Context: an optimization exercise on an open-source flow, tuned for small area, a short achievable clock period and few clock cycles per item. The choices shown serve that exercise and are no tape-out recipe. The RTL was checked by simulation tests, not by an equivalence proof against the original design. The flow treats the clock pin as an ideal source, which a real chip does not have.

==> flow/design.v <==
module anubis_round_engine #(
    parameter int ROUNDS = 12,
    parameter int IDXW   = 5
) (
    input  logic            clk,
    input  logic            reset,
    input  logic            in_valid,
    output logic            in_ready,
    input  logic [127:0]    in_dat,
    output logic [IDXW-1:0] rk_idx,
    input  logic [127:0]    rk_dat,
    output logic            out_valid,
    input  logic            out_ready,
    output logic [127:0]    out_dat
);
    localparam logic [63:0] PTAB = 64'h128769adcb450ef3;
    localparam logic [63:0] QTAB = 64'h81b7d40fc32a65e9;
    function automatic logic [3:0] pbox(input logic [3:0] x);
        pbox = PTAB[4*x +: 4];
    endfunction
    function automatic logic [3:0] qbox(input logic [3:0] x);
        qbox = QTAB[4*x +: 4];
    endfunction
    function automatic logic [7:0] sbox_front(input logic [7:0] x);
        logic [7:0] a, b;
        a          = {pbox(x[7:4]), qbox(x[3:0])};
        a          = {a[7:6], a[3:2], a[5:4], a[1:0]};
        b          = {qbox(a[7:4]), pbox(a[3:0])};
        sbox_front = {b[7:6], b[3:2], b[5:4], b[1:0]};
    endfunction
    function automatic logic [7:0] sbox_back(input logic [7:0] b);
        sbox_back = {pbox(b[7:4]), qbox(b[3:0])};
    endfunction
    function automatic logic [7:0] x2(input logic [7:0] x);
        x2 = {x[6:0], 1'b0} ^ (x[7] ? 8'h1d : 8'h00);
    endfunction
    function automatic logic [7:0] x4(input logic [7:0] x);
        x4 = x2(x2(x));
    endfunction
    function automatic logic [7:0] byte_of(input logic [127:0] v, input int unsigned n);
        byte_of = v[8*(15-n) +: 8];
    endfunction
    function automatic logic [31:0] theta_mix(input logic [31:0] g);
        logic [7:0] g0, g1, g2, g3, d01, d02, d13, d23;
        g0  = g[31:24];
        g1  = g[23:16];
        g2  = g[15:8];
        g3  = g[7:0];
        d01 = g0 ^ g1;
        d02 = g0 ^ g2;
        d13 = g1 ^ g3;
        d23 = g2 ^ g3;
        theta_mix = {x2(d13) ^ x4(d23),
                     x2(d02) ^ x4(d23),
                     x2(d13) ^ x4(d01),
                     x2(d02) ^ x4(d01)};
    endfunction
    logic [127:0] ra, rb;              
    logic         ph;                  
    logic [1:0]   busy;                
    logic [3:0]   rc0, rc1;            
    logic         ld;                  
    logic         mix_en;              
    logic         stall;
    logic [127:0] f_vec, g_vec, mix_vec, ra_nxt;
    assign stall   = out_valid & ~out_ready;
    assign in_ready = ld;
    assign out_dat = ra;
    always_comb begin
        for (int unsigned i = 0; i < 4; i++)
            for (int unsigned j = 0; j < 4; j++)
                f_vec[8*(15-(4*i+j)) +: 8] = sbox_front(byte_of(ra, 4*j+i));
        for (int unsigned n = 0; n < 16; n++)
            g_vec[8*(15-n) +: 8] = sbox_back(byte_of(rb, n));
        for (int unsigned i = 0; i < 4; i++)
            mix_vec[32*(3-i) +: 32] = theta_mix(g_vec[32*(3-i) +: 32]);
        ra_nxt = (ld ? in_dat : g_vec) ^ rk_dat ^ (mix_vec & {128{mix_en}});
    end
    always_ff @(posedge clk) begin
        if (!stall) begin
            ra <= ra_nxt;
            rb <= f_vec;
        end
    end
    logic       nph;
    logic [1:0] busy_n;
    logic [3:0] rc_cur, rc_oth, rc_cur_n;
    logic       fin;
    assign rc_cur = ph ? rc1 : rc0;
    assign rc_oth = ph ? rc0 : rc1;
    always_comb begin
        nph      = ~ph;
        busy_n   = busy;
        rc_cur_n = rc_cur;
        fin      = 1'b0;
        if (busy[ph]) begin
            if (rc_cur == 4'(ROUNDS)) begin
                busy_n[ph] = 1'b0;
                fin        = 1'b1;
            end
            rc_cur_n = rc_cur + 4'd1;
        end else if (ld && in_valid) begin
            busy_n[ph] = 1'b1;
            rc_cur_n   = 4'd1;
        end
    end
    always_ff @(posedge clk) begin
        if (reset) begin
            ph        <= 1'b0;
            busy      <= 2'b00;
            rc0       <= 4'd0;
            rc1       <= 4'd0;
            ld        <= 1'b1;
            mix_en    <= 1'b0;
            out_valid <= 1'b0;
            rk_idx    <= '0;
        end else if (!stall) begin
            ph        <= nph;
            busy      <= busy_n;
            if (ph) rc1 <= rc_cur_n;
            else    rc0 <= rc_cur_n;
            out_valid <= fin;
            ld        <= ~busy[nph] & ~fin & ~(ld & in_valid);
            mix_en    <= busy[nph] & (rc_oth != 4'(ROUNDS));
            rk_idx    <= busy[nph] ? IDXW'(rc_oth) : '0;
        end
    end
endmodule
clock: 7.0 ns
lec_check: 0
cap_margin: 20
core_margin: 2
core_utilization: 50
cts_buf_list: sky130_fd_sc_hd__clkbuf_16 sky130_fd_sc_hd__clkbuf_8
cts_cluster_diameter: 80
cts_cluster_size: 30
gpl_timing_driven: 1
place_density: 0.6
setup_slack_margin: 4.15
slew_margin: 20
standard.sh (not shown) runs the stock make flow with config.mk's settings and CLKGATE_MAP_FILE= SYNTH_SCRIPT=/design/flow/synth_recipe.tcl, a recipe that flattens the netlist after the stock synthesis.
==> flow/flow/run.sh <==
#!/bin/bash
# Standard synthesis, then the combinational logic re-mapped by ABC for area
# (flip-flops untouched), then the standard layout from floorplan on, with
# small input-port buffers and stronger output-port buffers.
set -euo pipefail
WORK=$(pwd)
R=$WORK/orfs/results/$FLOW_PLATFORM/anubis_round_engine/base
YOSYS=$(command -v yosys || echo "$FLOW_HOME/../tools/install/yosys/bin/yosys")
bash standard.sh synth > synth_std.log 2>&1
cp "$R/1_2_yosys.v" "$WORK/std_synth.v"
PLATFORM_LIB=$FLOW_HOME/platforms/sky130hd/lib/sky130_fd_sc_hd__tt_025C_1v80.lib \
NET_IN=$WORK/std_synth.v NET_OUT=$WORK/remap.v ABC_ARGS="-D 2000" \
    "$YOSYS" -c flow/remap.tcl > remap.log 2>&1
cp "$WORK/remap.v" "$R/1_2_yosys.v"
rm -f "$R/1_synth.odb" "$R/1_synth.sdc"
export PRE_RESIZE_TCL=$WORK/flow/outbuf.tcl
bash standard.sh BUFFER_PORTS_ARGS="-inputs -buffer_cell sky130_fd_sc_hd__buf_1" finish > layout.log 2>&1
==> flow/flow/outbuf.tcl <==
# Buffer the output ports with a stronger buffer than the input ports get.
buffer_ports -outputs -buffer_cell sky130_fd_sc_hd__buf_2
==> flow/flow/remap.tcl <==
# Re-map the combinational logic of the standard synthesis netlist for area.
# Flip-flops stay the instances (names and cell types) the standard synthesis made.
yosys -import
set LIB $::env(PLATFORM_LIB)
read_liberty -ignore_miss_func -ignore_miss_dir $LIB
read_verilog $::env(NET_IN)
hierarchy -top $::env(FLOW_TOP)
blackbox sky130_fd_sc_hd__df* sky130_fd_sc_hd__edf* sky130_fd_sc_hd__sdf* sky130_fd_sc_hd__dl* sky130_fd_sc_hd__sedf* sky130_fd_sc_hd__conb_1
flatten
opt -purge
abc {*}$::env(ABC_ARGS) -liberty $LIB -dont_use sky130_fd_sc_hd__probe_p_8 -dont_use sky130_fd_sc_hd__probec_p_8 -dont_use sky130_fd_sc_hd__lpflow_*
opt_clean -purge
hilomap -singleton -hicell sky130_fd_sc_hd__conb_1 HI -locell sky130_fd_sc_hd__conb_1 LO
splitnets
opt_clean -purge
stat -liberty $LIB

write_verilog -noattr -nohex -nodec $::env(NET_OUT)
Testbench counts at the start, summed over its fixed seeds: cycles 6,680, items 512.
==> next run, changes <==
Settings changed: GPL_TIMING_DRIVEN 1 to unset.
Hold slack stays the same.
Final cell count does not change.
==> next run, changes <==
--- a/flow/flow/run.sh
+++ b/flow/flow/run.sh
@@ -10,5 +10,5 @@
 cp "$R/1_2_yosys.v" "$WORK/std_synth.v"
 PLATFORM_LIB=$FLOW_HOME/platforms/sky130hd/lib/sky130_fd_sc_hd__tt_025C_1v80.lib \
-NET_IN=$WORK/std_synth.v NET_OUT=$WORK/remap.v ABC_ARGS="-D 2000" \
+NET_IN=$WORK/std_synth.v NET_OUT=$WORK/remap.v A_SCRIPT=$WORK/flow/stage.abc B_SCRIPT=$WORK/flow/stage.abc \
     "$YOSYS" -c flow/remap.tcl > remap.log 2>&1
 cp "$WORK/remap.v" "$R/1_2_yosys.v"
==> flow/flow/remap.tcl (replaced) <==
# Re-map the combinational logic of the standard synthesis netlist.
# Flip-flops stay the instances (names and cell types) the standard synthesis made.
# The logic in front of ra (stage B) and rb (stage A) is mapped with its own
# ABC script, the rest (control) with yosys's default script.
yosys -import
set LIB $::env(PLATFORM_LIB)
read_liberty -ignore_miss_func -ignore_miss_dir $LIB
read_verilog $::env(NET_IN)
hierarchy -top $::env(FLOW_TOP)
blackbox sky130_fd_sc_hd__df* sky130_fd_sc_hd__edf* sky130_fd_sc_hd__sdf* sky130_fd_sc_hd__dl* sky130_fd_sc_hd__sedf* sky130_fd_sc_hd__conb_1
flatten
opt -purge
set DU "-dont_use sky130_fd_sc_hd__probe_p_8 -dont_use sky130_fd_sc_hd__probec_p_8 -dont_use sky130_fd_sc_hd__lpflow_*"
set FF "sky130_fd_sc_hd__edfxtp_1,sky130_fd_sc_hd__dfxtp_1"
select -set bd {c:ra*} {%ci:+[D]}
select -set bcone @bd %ci*:-$FF
abc -script $::env(B_SCRIPT) -liberty $LIB {*}$DU @bcone {t:$_*} %i
select -clear
select -set ad {c:rb*} {%ci:+[D]}
select -set acone @ad %ci*:-$FF
abc -script $::env(A_SCRIPT) -liberty $LIB {*}$DU @acone {t:$_*} %i
select -clear
abc -liberty $LIB {*}$DU
opt_clean -purge
hilomap -singleton -hicell sky130_fd_sc_hd__conb_1 HI -locell sky130_fd_sc_hd__conb_1 LO
splitnets
opt_clean -purge
stat -liberty $LIB
write_verilog -noattr -nohex -nodec $::env(NET_OUT)
==> flow/flow/stage.abc (new file) <==
strash; &get -n; &fraig -x; &put; scorr; dc2; strash; &get -n; &dch -f; &nf; &put; topo; stime
Routed wire length goes up by 2.4%.
Setup slack got worse by 21 ps.
Design area stays flat.
Via count is about the same.
Global-route usage goes down by 0.24 points.
Worst hold slack got worse by 5.6 ps.


## yarrow
Starts from the design.v that is shown in full above.
export LEC_CHECK = 0
export CAP_MARGIN = 20
export CORE_MARGIN = 2
export CORE_UTILIZATION = 50
export CTS_BUF_LIST = sky130_fd_sc_hd__clkbuf_16 sky130_fd_sc_hd__clkbuf_8
export CTS_CLUSTER_DIAMETER = 80
export CTS_CLUSTER_SIZE = 30
export PLACE_DENSITY = 0.6
export SETUP_SLACK_MARGIN = 4.0
export SLEW_MARGIN = 20
create_clock -name core_clock -period 7.0 [get_ports {clk}]
==> flow/flow/run.sh <==
#!/bin/bash
# Standard synthesis, then the combinational logic re-mapped by ABC for area
# (flip-flops untouched), then the standard layout from floorplan on, with
# small input-port buffers and stronger output-port buffers.
set -euo pipefail
WORK=$(pwd)
R=$WORK/orfs/results/$FLOW_PLATFORM/anubis_round_engine/base
YOSYS=$(command -v yosys || echo "$FLOW_HOME/../tools/install/yosys/bin/yosys")
bash standard.sh synth > synth_std.log 2>&1
cp "$R/1_2_yosys.v" "$WORK/std_synth.v"
PLATFORM_LIB=$FLOW_HOME/platforms/sky130hd/lib/sky130_fd_sc_hd__tt_025C_1v80.lib \
NET_IN=$WORK/std_synth.v NET_OUT=$WORK/remap.v ABC_ARGS="-D 2000" \
    "$YOSYS" -c flow/remap.tcl > remap.log 2>&1
cp "$WORK/remap.v" "$R/1_2_yosys.v"
rm -f "$R/1_synth.odb" "$R/1_synth.sdc"
export PRE_RESIZE_TCL=$WORK/flow/outbuf.tcl
bash standard.sh BUFFER_PORTS_ARGS="-inputs -buffer_cell sky130_fd_sc_hd__buf_1" finish > layout.log 2>&1
==> flow/flow/remap.tcl <==
# Re-map the combinational logic of the standard synthesis netlist for area.
# Flip-flops stay the instances (names and cell types) the standard synthesis made.
yosys -import
set LIB $::env(PLATFORM_LIB)
read_liberty -ignore_miss_func -ignore_miss_dir $LIB
read_verilog $::env(NET_IN)
hierarchy -top $::env(FLOW_TOP)
blackbox sky130_fd_sc_hd__df* sky130_fd_sc_hd__edf* sky130_fd_sc_hd__sdf* sky130_fd_sc_hd__dl* sky130_fd_sc_hd__sedf* sky130_fd_sc_hd__conb_1
flatten
opt -purge
abc {*}$::env(ABC_ARGS) -liberty $LIB -dont_use sky130_fd_sc_hd__probe_p_8 -dont_use sky130_fd_sc_hd__probec_p_8 -dont_use sky130_fd_sc_hd__lpflow_*
opt_clean -purge
hilomap -singleton -hicell sky130_fd_sc_hd__conb_1 HI -locell sky130_fd_sc_hd__conb_1 LO
splitnets
opt_clean -purge
stat -liberty $LIB

write_verilog -noattr -nohex -nodec $::env(NET_OUT)
Scripts as last shown in full above: flow/flow/outbuf.tcl
yarrow completed every stage of the flow, and the final layout passed the timing, DRC and antenna checks.
Testbench counts of yarrow, summed over its fixed seeds: cycles 6,680, items 512.
Inputs modified between yarrow and raven:
--- a/flow/flow/run.sh
+++ b/flow/flow/run.sh
@@ -11,3 +11,3 @@
 PLATFORM_LIB=$FLOW_HOME/platforms/sky130hd/lib/sky130_fd_sc_hd__tt_025C_1v80.lib \
-NET_IN=$WORK/std_synth.v NET_OUT=$WORK/remap.v ABC_ARGS="-D 2000" \
+NET_IN=$WORK/std_synth.v NET_OUT=$WORK/remap.v A_SCRIPT=$WORK/flow/stage.abc B_SCRIPT=$WORK/flow/stage.abc \
     "$YOSYS" -c flow/remap.tcl > remap.log 2>&1
--- a/flow/flow/remap.tcl
+++ b/flow/flow/remap.tcl
@@ -1,3 +1,5 @@
-# Re-map the combinational logic of the standard synthesis netlist for area.
+# Re-map the combinational logic of the standard synthesis netlist.
 # Flip-flops stay the instances (names and cell types) the standard synthesis made.
+# The logic in front of ra (stage B) and rb (stage A) is mapped with its own
+# ABC script, the rest (control) with yosys's default script.
 yosys -import
@@ -10,3 +12,13 @@
 opt -purge
-abc {*}$::env(ABC_ARGS) -liberty $LIB -dont_use sky130_fd_sc_hd__probe_p_8 -dont_use sky130_fd_sc_hd__probec_p_8 -dont_use sky130_fd_sc_hd__lpflow_*
+set DU "-dont_use sky130_fd_sc_hd__probe_p_8 -dont_use sky130_fd_sc_hd__probec_p_8 -dont_use sky130_fd_sc_hd__lpflow_*"
+set FF "sky130_fd_sc_hd__edfxtp_1,sky130_fd_sc_hd__dfxtp_1"
+select -set bd {c:ra*} {%ci:+[D]}
+select -set bcone @bd %ci*:-$FF
+abc -script $::env(B_SCRIPT) -liberty $LIB {*}$DU @bcone {t:$_*} %i
+select -clear
+select -set ad {c:rb*} {%ci:+[D]}
+select -set acone @ad %ci*:-$FF
+abc -script $::env(A_SCRIPT) -liberty $LIB {*}$DU @acone {t:$_*} %i
+select -clear
+abc -liberty $LIB {*}$DU
 opt_clean -purge
@@ -16,3 +28,2 @@
 stat -liberty $LIB
-
 write_verilog -noattr -nohex -nodec $::env(NET_OUT)
==> flow/flow/stage.abc (new file) <==
strash; &get -n; &fraig -x; &put; scorr; dc2; strash; &get -n; &dch -f; &nf; &put; topo; stime
--- a/flow/config.mk
+++ b/flow/config.mk
@@ -14,3 +14,3 @@
 export PLACE_DENSITY = 0.6
-export SETUP_SLACK_MARGIN = 4.0
+export SETUP_SLACK_MARGIN = 4.3
 export SLEW_MARGIN = 20
Findings:
raven against yarrow; CTS buffer count is up by a little under 10%. Compare yarrow and raven | post-cts repair resize count lower: yarrow. Compared with yarrow, raven ends up with more cell area. Against yarrow, raven comes in 43% higher on non-clock buffer count. Die area grows slightly when moving from yarrow to raven.


== alpha ==
RTL: the design.v shown in full above, as it stands there.
clock: 7.0 ns
lec_check: 0
cap_margin: 20
core_margin: 2
core_utilization: 50
cts_buf_list: sky130_fd_sc_hd__clkbuf_16
cts_cluster_diameter: 120
cts_cluster_size: 24
place_density: 0.6
setup_slack_margin: 4.15
slew_margin: 20
==> flow/flow/run.sh <==
#!/bin/bash
# Standard synthesis, then the combinational logic re-mapped by ABC for area
# (flip-flops untouched), then the standard layout from floorplan on, with
# small input-port buffers and stronger output-port buffers.
set -euo pipefail
WORK=$(pwd)
R=$WORK/orfs/results/$FLOW_PLATFORM/anubis_round_engine/base
YOSYS=$(command -v yosys || echo "$FLOW_HOME/../tools/install/yosys/bin/yosys")
bash standard.sh synth > synth_std.log 2>&1
cp "$R/1_2_yosys.v" "$WORK/std_synth.v"
PLATFORM_LIB=$FLOW_HOME/platforms/sky130hd/lib/sky130_fd_sc_hd__tt_025C_1v80.lib \
NET_IN=$WORK/std_synth.v NET_OUT=$WORK/remap.v A_SCRIPT=$WORK/flow/stage.abc B_SCRIPT=$WORK/flow/stage.abc \
    "$YOSYS" -c flow/remap.tcl > remap.log 2>&1
cp "$WORK/remap.v" "$R/1_2_yosys.v"
rm -f "$R/1_synth.odb" "$R/1_synth.sdc"
export PRE_RESIZE_TCL=$WORK/flow/outbuf.tcl
bash standard.sh BUFFER_PORTS_ARGS="-inputs -buffer_cell sky130_fd_sc_hd__buf_1" finish > layout.log 2>&1
==> flow/flow/outbuf.tcl <==
# Buffer the output ports with a stronger buffer than the input ports get.
buffer_ports -outputs -buffer_cell sky130_fd_sc_hd__buf_2
# Let repair_design split the high-fanout control nets into buffer trees.
set_max_fanout 20 [current_design]
==> flow/flow/remap.tcl <==
# Re-map the combinational logic of the standard synthesis netlist.
# Flip-flops stay the instances (names and cell types) the standard synthesis made.
# The logic in front of ra (stage B) and rb (stage A) is mapped with its own
# ABC script, the rest (control) with yosys's default script.
yosys -import
set LIB $::env(PLATFORM_LIB)
read_liberty -ignore_miss_func -ignore_miss_dir $LIB
read_verilog $::env(NET_IN)
hierarchy -top $::env(FLOW_TOP)
blackbox sky130_fd_sc_hd__df* sky130_fd_sc_hd__edf* sky130_fd_sc_hd__sdf* sky130_fd_sc_hd__dl* sky130_fd_sc_hd__sedf* sky130_fd_sc_hd__conb_1
flatten
opt -purge
set DU "-dont_use sky130_fd_sc_hd__probe_p_8 -dont_use sky130_fd_sc_hd__probec_p_8 -dont_use sky130_fd_sc_hd__lpflow_*"
set FF "sky130_fd_sc_hd__edfxtp_1,sky130_fd_sc_hd__dfxtp_1"
select -set bd {c:ra*} {%ci:+[D]}
select -set bcone @bd %ci*:-$FF
abc -script $::env(B_SCRIPT) -liberty $LIB {*}$DU @bcone {t:$_*} %i
select -clear
select -set ad {c:rb*} {%ci:+[D]}
select -set acone @ad %ci*:-$FF
abc -script $::env(A_SCRIPT) -liberty $LIB {*}$DU @acone {t:$_*} %i
select -clear
abc -liberty $LIB {*}$DU
opt_clean -purge
hilomap -singleton -hicell sky130_fd_sc_hd__conb_1 HI -locell sky130_fd_sc_hd__conb_1 LO
splitnets
opt_clean -purge
stat -liberty $LIB
write_verilog -noattr -nohex -nodec $::env(NET_OUT)
==> flow/flow/stage.abc <==
strash; &get -n; &fraig -x; &put; scorr; dc2; strash; &get -n; &dch -f; &nf; &put; topo; stime
Testbench counts of alpha, summed over its fixed seeds: cycles 6,680, items 512.
Setup changes, alpha to beta
--- a/flow/flow/run.sh
+++ b/flow/flow/run.sh
@@ -10,8 +10,9 @@
 cp "$R/1_2_yosys.v" "$WORK/std_synth.v"
 PLATFORM_LIB=$FLOW_HOME/platforms/sky130hd/lib/sky130_fd_sc_hd__tt_025C_1v80.lib \
-NET_IN=$WORK/std_synth.v NET_OUT=$WORK/remap.v A_SCRIPT=$WORK/flow/stage.abc B_SCRIPT=$WORK/flow/stage.abc \
+NET_IN=$WORK/std_synth.v NET_OUT=$WORK/remap.v ABC_ARGS="-D 2000" \
     "$YOSYS" -c flow/remap.tcl > remap.log 2>&1
 cp "$WORK/remap.v" "$R/1_2_yosys.v"
 rm -f "$R/1_synth.odb" "$R/1_synth.sdc"
 export PRE_RESIZE_TCL=$WORK/flow/outbuf.tcl
+export POST_CTS_TCL=$WORK/flow/post_cts.tcl
 bash standard.sh BUFFER_PORTS_ARGS="-inputs -buffer_cell sky130_fd_sc_hd__buf_1" finish > layout.log 2>&1
==> flow/flow/outbuf.tcl <==
# Buffer the output ports with a stronger buffer than the input ports get.
buffer_ports -outputs -buffer_cell sky130_fd_sc_hd__buf_2
==> flow/flow/post_cts.tcl (new file) <==
# Area recovery: downsize gates off the critical paths while keeping the
# setup slack the repair aimed for.
repair_timing -recover_power 100 -setup_margin $::env(SETUP_SLACK_MARGIN) -verbose
detailed_placement
==> flow/flow/remap.tcl <==
# Re-map the combinational logic of the standard synthesis netlist for area.
# Flip-flops stay the instances (names and cell types) the standard synthesis made.
yosys -import
set LIB $::env(PLATFORM_LIB)
read_liberty -ignore_miss_func -ignore_miss_dir $LIB
read_verilog $::env(NET_IN)
hierarchy -top $::env(FLOW_TOP)
blackbox sky130_fd_sc_hd__df* sky130_fd_sc_hd__edf* sky130_fd_sc_hd__sdf* sky130_fd_sc_hd__dl* sky130_fd_sc_hd__sedf* sky130_fd_sc_hd__conb_1
flatten
opt -purge
abc {*}$::env(ABC_ARGS) -liberty $LIB -dont_use sky130_fd_sc_hd__probe_p_8 -dont_use sky130_fd_sc_hd__probec_p_8 -dont_use sky130_fd_sc_hd__lpflow_*
opt_clean -purge
hilomap -singleton -hicell sky130_fd_sc_hd__conb_1 HI -locell sky130_fd_sc_hd__conb_1 LO
splitnets
opt_clean -purge
stat -liberty $LIB

write_verilog -noattr -nohex -nodec $::env(NET_OUT)
--- a/flow/config.mk
+++ b/flow/config.mk
@@ -9,7 +9,7 @@
 export CORE_MARGIN = 2
 export CORE_UTILIZATION = 50
-export CTS_BUF_LIST = sky130_fd_sc_hd__clkbuf_16
-export CTS_CLUSTER_DIAMETER = 120
-export CTS_CLUSTER_SIZE = 24
+export CTS_BUF_LIST = sky130_fd_sc_hd__clkbuf_16 sky130_fd_sc_hd__clkbuf_8
+export CTS_CLUSTER_DIAMETER = 80
+export CTS_CLUSTER_SIZE = 30
 export PLACE_DENSITY = 0.6
 export SETUP_SLACK_MARGIN = 4.15
removed: flow/flow/stage.abc
Sort alpha and beta by depth of the worst register-to-register path desc -> top: alpha
Changes observed in beta relative to alpha: final critical-path share of the clock period grew by 0.58 points; worst setup slack shrank by 0.041 ns; transition at the pin with the smallest max-transition slack grew by 0.022 ns; count of clock-net buffers in the final layout grew by 7.
Per the comparison of beta with alpha, final critical path time including I/O delays and setup grew by 0.041 ns, design area saw a decrease, DRC violation total after the first TritonRoute iteration lost about 4.4%, final worst hold slack increased by 0.0080 ns relative to the old numbers.

[what the ideal ports hide]
No port has a modelled driver above. Below, the same layouts with a new extraction and two added sets of constraints.
Step 1 assumes that a clkbuf_16 drives the clock port and a buf_2 every other input.
Step 2, shift: input delay + t, output delay - t, t = (earliest + latest rising clock arrival at the registers) / 2. This alone moves slack from input paths to output paths.
a / b / c = ideal / step 1 / step 2; a / b = the first two.
run	t, ns	slack for setup (ns)	hold slack, ns	worst setup path after step 2	pins driven straight from the clock port
the first run of note 1	0.627	4.212 / 4.149 / 3.676	0.470 / 0.470 / 0.470	input to register	1
the second run of note 1	0.627	4.212 / 4.149 / 3.676	0.470 / 0.470 / 0.470	input to register	1
the third run of note 1	0.615	4.191 / 4.130 / 3.697	0.464 / 0.464 / 0.464	input to register	1
yarrow	0.622	4.106 / 4.049 / 3.549	0.455 / 0.455 / 0.455	input to register	1
raven	0.630	4.229 / 4.210 / 3.761	0.471 / 0.471 / 0.471	input to register	1
alpha	0.573	4.194 / 4.131 / 3.694	0.465 / 0.465 / 0.465	input to register	1
beta	0.626	4.153 / 4.091 / 3.623	0.473 / 0.473 / 0.473	input to register	1
After both steps setup and hold are still met in every run listed. For yarrow, which loses most, drivers alone change the setup slack by -0.057 ns; drivers and shift together by -0.557 ns.
